Source: an optimization exercise on an open RTL-to-GDS flow (aim: small area). Production flows keep margins and buffers that such runs may drop.
In this exercise RTL edits were held to simulation tests only and were not proved equivalent to the original.

==> inputs of run a <==
==> flow/design.v <==
module idu_ld_hold (
  input  logic d,
  input  logic ld,
  input  logic q,
  input  logic hold,
  output logic y
);
  assign y = (d & ld) | (q & hold);
endmodule
module idu_aoi222 (
  input  logic a0, s0,
  input  logic a1, s1,
  input  logic a2, s2,
  output logic y_n
);
  assign y_n = !((a0 & s0) | (a1 & s1) | (a2 & s2));
endmodule
module idu_aoi22 (
  input  logic a0, s0,
  input  logic a1, s1,
  output logic y_n
);
  assign y_n = !((a0 & s0) | (a1 & s1));
endmodule
module idu_rdport #(
  parameter int n = 31,
  parameter int w = 32
) (
  input  logic [n-1:0][w-1:0] d,
  input  logic [n-1:0]        sel,
  output logic [w-1:0]        y
);
  localparam int g3 = n / 3;
  localparam int r  = n % 3;
  localparam int g  = g3 + (r != 0);
  for (genvar b = 0; b < w; b++) begin : g_bit
    logic [g-1:0] t_n;
    for (genvar k = 0; k < g3; k++) begin : g_aoi
      idu_aoi222 u_aoi (
        .a0(d[3*k][b]),   .s0(sel[3*k]),
        .a1(d[3*k+1][b]), .s1(sel[3*k+1]),
        .a2(d[3*k+2][b]), .s2(sel[3*k+2]),
        .y_n(t_n[k]));
    end
    if (r == 2) begin : g_r2
      idu_aoi22 u_aoi (
        .a0(d[n-2][b]), .s0(sel[n-2]),
        .a1(d[n-1][b]), .s1(sel[n-1]),
        .y_n(t_n[g-1]));
    end else if (r == 1) begin : g_r1
      assign t_n[g-1] = !(d[n-1][b] & sel[n-1]);
    end
    assign y[b] = !(&t_n);
  end
endmodule
module ins_decode_unit #(
  parameter int reg_width = 32,
  parameter int bus_width = 32,
  parameter int reg_count = 32,
  parameter int aw        = $clog2(reg_count)
) (
  input  logic                 clock,
  input  logic                 reset,
  input  logic [bus_width-1:0] ins_in,
  input  logic [bus_width-1:0] npc_in,
  input  logic                 valid_in,
  input  logic                 freeze_in,
  input  logic                 flush_in,
  input  logic                 wb_en_in,
  input  logic [aw-1:0]        wb_addr_in,
  input  logic [reg_width-1:0] wb_data_in,
  output logic                 stall_out,
  output logic                 valid_out,
  output logic [5:0]           opcode_out,
  output logic [4:0]           rd_out,
  output logic [reg_width-1:0] a_out,
  output logic [reg_width-1:0] b_out,
  output logic [reg_width-1:0] imm_out,
  output logic [bus_width-1:0] npc_out
);
  localparam logic [5:0] op_ralu   = 6'h00;
  localparam logic [5:0] op_ialu   = 6'h08;
  localparam logic [5:0] op_load   = 6'h20;
  localparam logic [5:0] op_store  = 6'h28;
  localparam logic [5:0] op_branch = 6'h04;
  localparam logic [5:0] op_jump   = 6'h02;
  logic [bus_width-1:0] ifid_ins_q, ifid_npc_q;
  logic [bus_width-1:0] ifid_ins_d, ifid_npc_d;
  logic                 ifid_vld_q;
  logic                 valid_q;
  logic [31:0]          ex_ins_q;
  logic [bus_width-1:0] npc_q;
  logic [reg_count-1:1][reg_width-1:0] regs_q, regs_d;
  logic [reg_count-1:1]                rv_q;
  logic [5:0] opc;
  logic [4:0] rs1, rs2;
  logic       use_rs1, use_rs2;
  logic       stall;
  assign opc = ifid_ins_q[31:26];
  assign rs1 = ifid_ins_q[25:21];
  assign rs2 = ifid_ins_q[20:16];
  always_comb begin
    use_rs1 = 1'b0;
    use_rs2 = 1'b0;
    case (opc)
      op_ralu, op_store:           begin use_rs1 = 1'b1; use_rs2 = 1'b1; end
      op_ialu, op_load, op_branch: use_rs1 = 1'b1;
      default: ;
    endcase
  end
  logic [4:0]           xrs1, xrs2;
  logic [reg_count-1:1] sel_a, sel_b;
  assign xrs1 = ex_ins_q[25:21];
  assign xrs2 = ex_ins_q[20:16];
  always_comb
    for (int i = 1; i < reg_count; i++) begin
      sel_a[i] = xrs1 == i && rv_q[i];
      sel_b[i] = xrs2 == i && rv_q[i];
    end
  idu_rdport #(.n(reg_count-1), .w(reg_width)) u_rda (.d(regs_q), .sel(sel_a), .y(a_out));
  idu_rdport #(.n(reg_count-1), .w(reg_width)) u_rdb (.d(regs_q), .sel(sel_b), .y(b_out));
  assign stall = ifid_vld_q && valid_q && (ex_ins_q[31:26] == op_load) &&
                 (ex_ins_q[20:16] != '0) &&
                 ((use_rs1 && rs1 == ex_ins_q[20:16]) ||
                  (use_rs2 && rs2 == ex_ins_q[20:16]));
  logic ld_if, hold_if;
  assign ld_if   = !stall;
  assign hold_if = stall;
  for (genvar b = 0; b < bus_width; b++) begin : g_ifid
    idu_ld_hold u_ins (.d(ins_in[b]), .ld(ld_if), .q(ifid_ins_q[b]), .hold(hold_if), .y(ifid_ins_d[b]));
    idu_ld_hold u_npc (.d(npc_in[b]), .ld(ld_if), .q(ifid_npc_q[b]), .hold(hold_if), .y(ifid_npc_d[b]));
  end
  always_ff @(posedge clock) begin
    ifid_ins_q <= ifid_ins_d;
    ifid_npc_q <= ifid_npc_d;
  end
  always_ff @(posedge clock) begin
    if (reset || flush_in) ifid_vld_q <= 1'b0;
    else if (!stall)       ifid_vld_q <= valid_in && !freeze_in;
  end
  always_ff @(posedge clock) begin
    if (reset) valid_q <= 1'b0;
    else       valid_q <= ifid_vld_q && !flush_in && !stall;
  end
  always_ff @(posedge clock) begin
    ex_ins_q <= ifid_ins_q;
    npc_q    <= ifid_npc_q;
  end
  logic [reg_count-1:1] we, we_n;
  always_comb
    for (int i = 1; i < reg_count; i++) begin
      we[i]   = wb_en_in && wb_addr_in == i;
      we_n[i] = !we[i];
    end
  for (genvar i = 1; i < reg_count; i++) begin : g_reg
    for (genvar b = 0; b < reg_width; b++) begin : g_bit
      idu_ld_hold u_wr (.d(wb_data_in[b]), .ld(we[i]), .q(regs_q[i][b]), .hold(we_n[i]), .y(regs_d[i][b]));
    end
  end
  always_ff @(posedge clock) regs_q <= regs_d;
  always_ff @(posedge clock) begin
    for (int i = 1; i < reg_count; i++)
      if (reset)      rv_q[i] <= 1'b0;
      else if (we[i]) rv_q[i] <= 1'b1;
  end
  logic [5:0] xop;
  assign xop = ex_ins_q[31:26];
  always_comb begin
    rd_out  = '0;
    imm_out = '0;
    case (xop)
      op_ralu:          rd_out = ex_ins_q[15:11];
      op_ialu, op_load: begin
        rd_out  = ex_ins_q[20:16];
        imm_out = {{(reg_width-16){ex_ins_q[15]}}, ex_ins_q[15:0]};
      end
      op_store, op_branch: imm_out = {{(reg_width-16){ex_ins_q[15]}}, ex_ins_q[15:0]};
      op_jump: imm_out = {{(reg_width-26){ex_ins_q[25]}}, ex_ins_q[25:0]};
      default: ;
    endcase
  end
  assign stall_out  = stall;
  assign valid_out  = valid_q;
  assign opcode_out = xop;
  assign npc_out    = npc_q;
endmodule
==> flow/run.sh <==
#!/bin/bash
# synth_recipe.tcl (not shown) runs the flow's synth.tcl, then flattens the netlist and writes it again
# the make line also repeats each setting of config.mk as NAME=value (left out here)
make -C /OpenROAD-flow-scripts/flow DESIGN_CONFIG=/design/flow/config.mk WORK_HOME=/design/flow/orfs CLKGATE_MAP_FILE= SYNTH_SCRIPT=/design/flow/synth_recipe.tcl finish
==> flow/config.mk <==
export PLATFORM = sky130hd
export DESIGN_NAME = ins_decode_unit
export DESIGN_NICKNAME = ins_decode_unit
export VERILOG_FILES = /design/flow/design.v
export SDC_FILE = /design/flow/constraint.sdc
export NUM_CORES = 4
export LEC_CHECK = 0
export CAP_MARGIN = 20
export CORE_MARGIN = 2
export CORE_UTILIZATION = 40
export SLEW_MARGIN = 20
export SYNTH_HIERARCHICAL = 1
export SYNTH_MINIMUM_KEEP_SIZE = 0
==> flow/constraint.sdc <==
create_clock -name core_clock -period 5.5 [get_ports {clock}]
set_input_delay 1.1000 -clock core_clock [delete_from_list [all_inputs] [get_ports {clock}]]
set_output_delay 1.1000 -clock core_clock [all_outputs]
set_load 0.01 [all_outputs]
==> run b (differences from run a) <==
--- a/flow/design.v
+++ b/flow/design.v
@@ -92,5 +92,4 @@
   logic [bus_width-1:0] npc_q;
   logic [reg_count-1:1][reg_width-1:0] regs_q, regs_d;
-  logic [reg_count-1:1]                rv_q;
   logic [5:0] opc;
   logic [4:0] rs1, rs2;
@@ -113,9 +112,20 @@
   assign xrs1 = ex_ins_q[25:21];
   assign xrs2 = ex_ins_q[20:16];
-  always_comb
+  logic [3:0] lo_a, lo_b;
+  logic [7:0] hi_a, hi_b;
+  always_comb begin
+    for (int k = 0; k < 4; k++) begin
+      lo_a[k] = xrs1[1:0] == k;
+      lo_b[k] = xrs2[1:0] == k;
+    end
+    for (int k = 0; k < 8; k++) begin
+      hi_a[k] = xrs1[4:2] == k;
+      hi_b[k] = xrs2[4:2] == k;
+    end
     for (int i = 1; i < reg_count; i++) begin
-      sel_a[i] = xrs1 == i && rv_q[i];
-      sel_b[i] = xrs2 == i && rv_q[i];
+      sel_a[i] = lo_a[i % 4] && hi_a[i / 4];
+      sel_b[i] = lo_b[i % 4] && hi_b[i / 4];
     end
+  end
   idu_rdport #(.n(reg_count-1), .w(reg_width)) u_rda (.d(regs_q), .sel(sel_a), .y(a_out));
   idu_rdport #(.n(reg_count-1), .w(reg_width)) u_rdb (.d(regs_q), .sel(sel_b), .y(b_out));
@@ -147,21 +157,16 @@
     npc_q    <= ifid_npc_q;
   end
-  logic [reg_count-1:1] we, we_n;
+  logic [reg_count-1:1] we, hold;
   always_comb
     for (int i = 1; i < reg_count; i++) begin
-      we[i]   = wb_en_in && wb_addr_in == i;
-      we_n[i] = !we[i];
+      we[i]   = !reset && wb_en_in && wb_addr_in == i;
+      hold[i] = !reset && !(wb_en_in && wb_addr_in == i);
     end
   for (genvar i = 1; i < reg_count; i++) begin : g_reg
     for (genvar b = 0; b < reg_width; b++) begin : g_bit
-      idu_ld_hold u_wr (.d(wb_data_in[b]), .ld(we[i]), .q(regs_q[i][b]), .hold(we_n[i]), .y(regs_d[i][b]));
+      idu_ld_hold u_wr (.d(wb_data_in[b]), .ld(we[i]), .q(regs_q[i][b]), .hold(hold[i]), .y(regs_d[i][b]));
     end
   end
   always_ff @(posedge clock) regs_q <= regs_d;
-  always_ff @(posedge clock) begin
-    for (int i = 1; i < reg_count; i++)
-      if (reset)      rv_q[i] <= 1'b0;
-      else if (we[i]) rv_q[i] <= 1'b1;
-  end
   logic [5:0] xop;
   assign xop = ex_ins_q[31:26];
==> flow/flow/run.sh (new file) <==
#!/bin/bash
# Own layout flow: the standard flow (standard synthesis unchanged) with
# two changes to how the layout is made:
#  - ports are buffered with the smallest buffer (buf_1) instead of the
#    delay-cell buffer buffer_ports picks by default; repair may still resize;
#  - the clock tree uses clkbuf_16 with larger sink clusters and no dummy
#    loads, so it needs fewer clock buffers.
# The full output of the run goes to standard.log in this folder; ORFS keeps
# each step's log under orfs/logs/.
set -euo pipefail
export BUFFER_PORTS_ARGS="-buffer_cell sky130_fd_sc_hd__buf_1"
export CTS_ARGS="-sink_clustering_enable -repair_clock_nets -dont_use_dummy_load -buf_list sky130_fd_sc_hd__clkbuf_16 -sink_clustering_size 25 -sink_clustering_max_diameter 100"
bash standard.sh > standard.log 2>&1
==> flow/standard.sh (new file) <==
#!/bin/bash
# synth_recipe.tcl (not shown) runs the flow's synth.tcl, then flattens the netlist and writes it again
# the make line also repeats each setting of config.mk as NAME=value (left out here)
make -C /OpenROAD-flow-scripts/flow DESIGN_CONFIG=/design/flow/config.mk WORK_HOME=/design/flow/orfs CLKGATE_MAP_FILE= SYNTH_SCRIPT=/design/flow/synth_recipe.tcl "${@:-finish}"
removed: flow/run.sh
==> run c (differences from run a) <==
--- a/flow/design.v
+++ b/flow/design.v
@@ -92,5 +92,4 @@
   logic [bus_width-1:0] npc_q;
   logic [reg_count-1:1][reg_width-1:0] regs_q, regs_d;
-  logic [reg_count-1:1]                rv_q;
   logic [5:0] opc;
   logic [4:0] rs1, rs2;
@@ -113,9 +112,20 @@
   assign xrs1 = ex_ins_q[25:21];
   assign xrs2 = ex_ins_q[20:16];
-  always_comb
+  logic [3:0] lo_a, lo_b;
+  logic [7:0] hi_a, hi_b;
+  always_comb begin
+    for (int k = 0; k < 4; k++) begin
+      lo_a[k] = xrs1[1:0] == k;
+      lo_b[k] = xrs2[1:0] == k;
+    end
+    for (int k = 0; k < 8; k++) begin
+      hi_a[k] = xrs1[4:2] == k;
+      hi_b[k] = xrs2[4:2] == k;
+    end
     for (int i = 1; i < reg_count; i++) begin
-      sel_a[i] = xrs1 == i && rv_q[i];
-      sel_b[i] = xrs2 == i && rv_q[i];
+      sel_a[i] = lo_a[i % 4] && hi_a[i / 4];
+      sel_b[i] = lo_b[i % 4] && hi_b[i / 4];
     end
+  end
   idu_rdport #(.n(reg_count-1), .w(reg_width)) u_rda (.d(regs_q), .sel(sel_a), .y(a_out));
   idu_rdport #(.n(reg_count-1), .w(reg_width)) u_rdb (.d(regs_q), .sel(sel_b), .y(b_out));
@@ -147,21 +157,16 @@
     npc_q    <= ifid_npc_q;
   end
-  logic [reg_count-1:1] we, we_n;
+  logic [reg_count-1:1] we, hold;
   always_comb
     for (int i = 1; i < reg_count; i++) begin
-      we[i]   = wb_en_in && wb_addr_in == i;
-      we_n[i] = !we[i];
+      we[i]   = !reset && wb_en_in && wb_addr_in == i;
+      hold[i] = !reset && !(wb_en_in && wb_addr_in == i);
     end
   for (genvar i = 1; i < reg_count; i++) begin : g_reg
     for (genvar b = 0; b < reg_width; b++) begin : g_bit
-      idu_ld_hold u_wr (.d(wb_data_in[b]), .ld(we[i]), .q(regs_q[i][b]), .hold(we_n[i]), .y(regs_d[i][b]));
+      idu_ld_hold u_wr (.d(wb_data_in[b]), .ld(we[i]), .q(regs_q[i][b]), .hold(hold[i]), .y(regs_d[i][b]));
     end
   end
   always_ff @(posedge clock) regs_q <= regs_d;
-  always_ff @(posedge clock) begin
-    for (int i = 1; i < reg_count; i++)
-      if (reset)      rv_q[i] <= 1'b0;
-      else if (we[i]) rv_q[i] <= 1'b1;
-  end
   logic [5:0] xop;
   assign xop = ex_ins_q[31:26];
==> flow/flow/run.sh (new file) <==
#!/bin/bash
# Own layout flow: the standard flow (standard synthesis unchanged) with
# two changes to how the layout is made:
#  - ports are buffered with the smallest buffer (buf_1) instead of the
#    delay-cell buffer buffer_ports picks by default; repair may still resize;
#  - the clock tree uses clkbuf_16 with larger sink clusters and no dummy
#    loads, so it needs fewer clock buffers.
# The full output of the run goes to standard.log in this folder; ORFS keeps
# each step's log under orfs/logs/.
set -euo pipefail
export BUFFER_PORTS_ARGS="-buffer_cell sky130_fd_sc_hd__buf_1"
export CTS_ARGS="-sink_clustering_enable -repair_clock_nets -dont_use_dummy_load -buf_list sky130_fd_sc_hd__clkbuf_16 -sink_clustering_size 25 -sink_clustering_max_diameter 100"
bash standard.sh > standard.log 2>&1
==> flow/standard.sh (new file) <==
#!/bin/bash
# synth_recipe.tcl (not shown) runs the flow's synth.tcl, then flattens the netlist and writes it again
# the make line also repeats each setting of config.mk as NAME=value (left out here)
make -C /OpenROAD-flow-scripts/flow DESIGN_CONFIG=/design/flow/config.mk WORK_HOME=/design/flow/orfs CLKGATE_MAP_FILE= SYNTH_SCRIPT=/design/flow/synth_recipe.tcl "${@:-finish}"
CORE_UTILIZATION = 55   (was 40)
removed: flow/run.sh
==> impl_metrics.toml <==
[run_status]
outcome = "complete, but fails checks"
so_faults = "setup timing"

[timing]
setup_viol = 7
final.setup.worst_slack_ns = -0.1105

[logic_synthesis]
synthMuxAreaShare = 0.001179
The numbers above come from run a.

==> impl_metrics.toml <==
[final_layout]
fin_nets = 3912

[timing]
final.setup.worst_slack_ns = 0.1640
setup_viol = 0

[logic_synthesis]
synthMuxAreaShare = 0.001203
synth_cell_types = 38

[run_status]
outcome = "timing/DRC/antenna clean"

[power]
power_leader = "registers"
The numbers above come from run c.

==> impl_metrics.toml <==
[timing]
setup_viol = 0
final.setup.worst_slack_ns = 0.1418

[run_status]
outcome = "timing/DRC/antenna clean"

[logic_synthesis]
synthMuxAreaShare = 0.001203

[floorplanning]
core_area_mm2 = 0.1033
The numbers above come from run b.

-- what the ideal ports hide --
No port has a modelled driver above. Below, the same layouts with a new extraction and two added sets of constraints.
Step 1 (the two cells are an assumption about what drives the block):
set clk [get_ports {clock}]
set_driving_cell -lib_cell sky130_fd_sc_hd__clkbuf_16 $clk
set_driving_cell -lib_cell sky130_fd_sc_hd__buf_2 [delete_from_list [all_inputs] $clk]
Step 2 times the ports against the registers' clock, not the clock port: input delays grow and output delays shrink by t, the midpoint of the rising clock arrivals with the driver on.
Three values: no drivers, after step 1, after step 2; two values: the first two.
| run | t (ns) | setup WS [ns] | worst hold slack (ns) | clock arrival spread, ns | worst slew at a driven data input, ns |
|---|---|---|---|---|---|
| run a | 0.794 | -0.111 / -0.188 / 0.607 | 0.350 / 0.350 / 0.350 | 0.037 / 0.037 | 0.08 |
| run b | 0.746 | 0.142 / 0.068 / 0.814 | 0.334 / 0.334 / 0.334 | 0.083 / 0.083 | 0.18 |
| run c | 0.717 | 0.164 / 0.090 / 0.807 | 0.302 / 0.302 / 0.302 | 0.082 / 0.082 | 0.14 |
